This is an optimization exercise on Yosys and OpenROAD, whose aim is small area and few clock cycles, not a production implementation. Power figures rest on the tool's default switching activity, not on a simulated workload.

Setup of S:
==> flow/design.v <==
package axil_split_pkg;
  localparam int ADDR_W = 32;
  localparam int DATA_W = 32;
  localparam int STRB_W = DATA_W / 8;
  localparam int RESP_W = 2;
  localparam logic [ADDR_W-1:0] SPLIT_BASE = 32'h0000_8000;
  localparam int ORD_DEPTH = 6;
endpackage
`timescale 1ns/1ps
import axil_split_pkg::*;
module axil_fifo #(
  parameter int DEPTH = ORD_DEPTH
) (
  input  logic aclk,
  input  logic aresetn,
  input  logic push,
  input  logic push_port,
  output logic full,
  input  logic w_adv,
  output logic w_avail,
  output logic w_port,
  input  logic pop,
  output logic head_port
);
  localparam int CW = $clog2(DEPTH + 1);
  logic [DEPTH-1:0] q;
  logic [CW-1:0]    n;
  logic [CW-1:0]    nw;
  assign full      = (n == CW'(DEPTH));
  assign w_avail   = (nw != '0);
  assign w_port    = q[nw - 1'b1];
  assign head_port = q[n - 1'b1];
  always_ff @(posedge aclk)
  begin
    if (!aresetn)
    begin
      n  <= '0;
      nw <= '0;
    end
    else
    begin
      if (push && !pop)
        n <= n + 1'b1;
      else if (pop && !push)
        n <= n - 1'b1;
      if (push && !w_adv)
        nw <= nw + 1'b1;
      else if (w_adv && !push)
        nw <= nw - 1'b1;
    end
  end
  always_ff @(posedge aclk)
  begin
    if (push)
      q <= {q[DEPTH-2:0], push_port};
  end
endmodule
`timescale 1ns/1ps
import axil_split_pkg::*;
module axil_s_wr_fifos (
  input  logic              aclk,
  input  logic              aresetn,
  input  logic              s_awvalid,
  output logic              s_awready,
  input  logic [ADDR_W-1:0] s_awaddr,
  input  logic              room,
  output logic              take,
  output logic              take_port,
  output logic              aw_v,
  output logic [1:0]        m_awvalid,
  input  logic [1:0]        m_awready,
  output logic [ADDR_W-1:0] m_awaddr
);
  logic aw_p;
  assign take_port = (s_awaddr >= SPLIT_BASE);
  assign s_awready = room && (!aw_v || m_awready[aw_p]);
  assign take      = s_awvalid && s_awready;
  assign m_awvalid = {aw_v && aw_p, aw_v && !aw_p};
  always_ff @(posedge aclk)
  begin
    if (!aresetn)
      aw_v <= 1'b0;
    else if (take)
      aw_v <= 1'b1;
    else if (m_awready[aw_p])
      aw_v <= 1'b0;
  end
  always_ff @(posedge aclk)
  begin
    if (take)
    begin
      aw_p     <= take_port;
      m_awaddr <= s_awaddr;
    end
  end
endmodule
`timescale 1ns/1ps
import axil_split_pkg::*;
module axil_m_wr_fifos (
  input  logic              aclk,
  input  logic              aresetn,
  input  logic              m_bvalid,
  output logic              m_bready,
  input  logic [RESP_W-1:0] m_bresp,
  input  logic              sel,
  input  logic              pop,
  output logic              b_valid,
  output logic [RESP_W-1:0] b_resp
);
  logic              rv;
  logic [RESP_W-1:0] rr;
  assign m_bready = !rv || (sel && pop);
  assign b_valid  = rv || m_bvalid;
  assign b_resp   = rv ? rr : m_bresp;
  always_ff @(posedge aclk)
  begin
    if (!aresetn)
      rv <= 1'b0;
    else if (m_bready)
      rv <= m_bvalid && !(sel && pop && !rv);
  end
  always_ff @(posedge aclk)
  begin
    if (m_bready)
      rr <= m_bresp;
  end
endmodule
`timescale 1ns/1ps
import axil_split_pkg::*;
module axil_wr_split (
  input  logic                            aclk,
  input  logic                            aresetn,
  input  logic                            s_awvalid,
  output logic                            s_awready,
  input  logic [axil_split_pkg::ADDR_W-1:0] s_awaddr,
  input  logic                            s_wvalid,
  output logic                            s_wready,
  input  logic [axil_split_pkg::DATA_W-1:0] s_wdata,
  input  logic [axil_split_pkg::STRB_W-1:0] s_wstrb,
  output logic                            s_bvalid,
  input  logic                            s_bready,
  output logic [axil_split_pkg::RESP_W-1:0] s_bresp,
  output logic                            m0_awvalid,
  input  logic                            m0_awready,
  output logic [axil_split_pkg::ADDR_W-1:0] m0_awaddr,
  output logic                            m0_wvalid,
  input  logic                            m0_wready,
  output logic [axil_split_pkg::DATA_W-1:0] m0_wdata,
  output logic [axil_split_pkg::STRB_W-1:0] m0_wstrb,
  input  logic                            m0_bvalid,
  output logic                            m0_bready,
  input  logic [axil_split_pkg::RESP_W-1:0] m0_bresp,
  output logic                            m1_awvalid,
  input  logic                            m1_awready,
  output logic [axil_split_pkg::ADDR_W-1:0] m1_awaddr,
  output logic                            m1_wvalid,
  input  logic                            m1_wready,
  output logic [axil_split_pkg::DATA_W-1:0] m1_wdata,
  output logic [axil_split_pkg::STRB_W-1:0] m1_wstrb,
  input  logic                            m1_bvalid,
  output logic                            m1_bready,
  input  logic [axil_split_pkg::RESP_W-1:0] m1_bresp
);
  logic              full;
  logic              take;
  logic              take_port;
  logic              w_avail;
  logic              aw_v;
  logic              w_ok;
  logic              w_sel;
  logic              w_port;
  logic              w_go;
  logic              head_port;
  logic              b_pop;
  logic [1:0]        m_awvalid;
  logic [ADDR_W-1:0] m_awaddr;
  logic [1:0]        b_valid;
  logic [1:0][RESP_W-1:0] b_resp;
  axil_s_wr_fifos u_aw (
    .aclk      (aclk),
    .aresetn   (aresetn),
    .s_awvalid (s_awvalid),
    .s_awready (s_awready),
    .s_awaddr  (s_awaddr),
    .room      (!full || b_pop),
    .take      (take),
    .take_port (take_port),
    .aw_v      (aw_v),
    .m_awvalid (m_awvalid),
    .m_awready ({m1_awready, m0_awready}),
    .m_awaddr  (m_awaddr)
  );
  assign {m1_awvalid, m0_awvalid} = m_awvalid;
  assign m0_awaddr = {{(ADDR_W-15){1'b0}}, m_awaddr[14:0]};
  assign m1_awaddr = m_awaddr;
  axil_fifo u_ord (
    .aclk      (aclk),
    .aresetn   (aresetn),
    .push      (take),
    .push_port (take_port),
    .full      (full),
    .w_adv     (w_go),
    .w_avail   (w_avail),
    .w_port    (w_port),
    .pop       (b_pop),
    .head_port (head_port)
  );
  assign w_ok      = w_avail;
  assign w_sel     = w_port;
  assign m0_wvalid = s_wvalid && w_ok && !w_sel;
  assign m1_wvalid = s_wvalid && w_ok && w_sel;
  assign m0_wdata  = s_wdata;
  assign m1_wdata  = s_wdata;
  assign m0_wstrb  = s_wstrb;
  assign m1_wstrb  = s_wstrb;
  assign s_wready  = w_ok && (w_sel ? m1_wready : m0_wready);
  assign w_go      = s_wvalid && s_wready;
  axil_m_wr_fifos u_b0 (
    .aclk     (aclk),
    .aresetn  (aresetn),
    .m_bvalid (m0_bvalid),
    .m_bready (m0_bready),
    .m_bresp  (m0_bresp),
    .sel      (!head_port),
    .pop      (b_pop),
    .b_valid  (b_valid[0]),
    .b_resp   (b_resp[0])
  );
  axil_m_wr_fifos u_b1 (
    .aclk     (aclk),
    .aresetn  (aresetn),
    .m_bvalid (m1_bvalid),
    .m_bready (m1_bready),
    .m_bresp  (m1_bresp),
    .sel      (head_port),
    .pop      (b_pop),
    .b_valid  (b_valid[1]),
    .b_resp   (b_resp[1])
  );
  assign s_bvalid = b_valid[head_port];
  assign s_bresp  = b_resp[head_port];
  assign b_pop    = s_bvalid && s_bready;
endmodule
export LEC_CHECK = 0
export CAP_MARGIN = 20
export CORE_MARGIN = 2
export CORE_UTILIZATION = 60
export CTS_BUF_LIST = sky130_fd_sc_hd__clkbuf_8
export PLACE_DENSITY = 0.75
export SLEW_MARGIN = 20
create_clock -name core_clock -period 5.0 [get_ports {aclk}]
standard.sh (not shown) runs the stock make flow with config.mk's settings and CLKGATE_MAP_FILE= SYNTH_SCRIPT=/design/flow/synth_recipe.tcl, a recipe that flattens the netlist after the stock synthesis.
==> flow/flow/run.sh <==
#!/bin/bash
# Standard layout, with the smallest buffer on every input and output port.
export BUFFER_PORTS_ARGS="-buffer_cell sky130_fd_sc_hd__buf_1"
bash standard.sh > standard.log 2>&1
Inputs modified between S and T:
--- a/flow/design.v
+++ b/flow/design.v
@@ -2,11 +2,11 @@
   localparam int ADDR_W = 32;
   localparam int DATA_W = 32;
   localparam int STRB_W = DATA_W / 8;
   localparam int RESP_W = 2;
   localparam logic [ADDR_W-1:0] SPLIT_BASE = 32'h0000_8000;
-  localparam int ORD_DEPTH = 6;
+  localparam int ORD_DEPTH = 7;
 endpackage
 `timescale 1ns/1ps
 import axil_split_pkg::*;
 module axil_fifo #(
   parameter int DEPTH = ORD_DEPTH
[summary]
On worst setup slack, S loses to T.
Compared to S, T has combinational power about 14% lower.
The non-clock buffer count on T is in line with that on S.
T against S: detail-routed via count per cell flat; fraction of standard cell area in multi-input logic up 0.47 points.
Function was not checked in any run of this note: the RTL went through the layout flow alone.

## re-timing with driven ports
The results above use ideal ports. As a check the final layouts listed here were re-extracted and re-timed, cells and wires unchanged. Step 1, drivers: a clkbuf_16 drives aclk and a buf_2 each remaining input, both assumed. Step 2 moves the port delays by t, midway between the first and last clock arrival at a register: inputs arrive t later, outputs are due t later. That takes back most of the time a late clock gives input paths. Slacks: no drivers / after step 1 / after step 2; pairs: no drivers / after step 1.
| run | shift t [ns] | setup slack, ns | cell pins on the clock port's net |
|---|---|---|---|
| S | 0.322 | 1.276 / 1.248 / 1.570 | 1 |
| T | 0.328 | 1.554 / 1.527 / 1.667 | 1 |
After both steps every run listed still meets setup and hold.
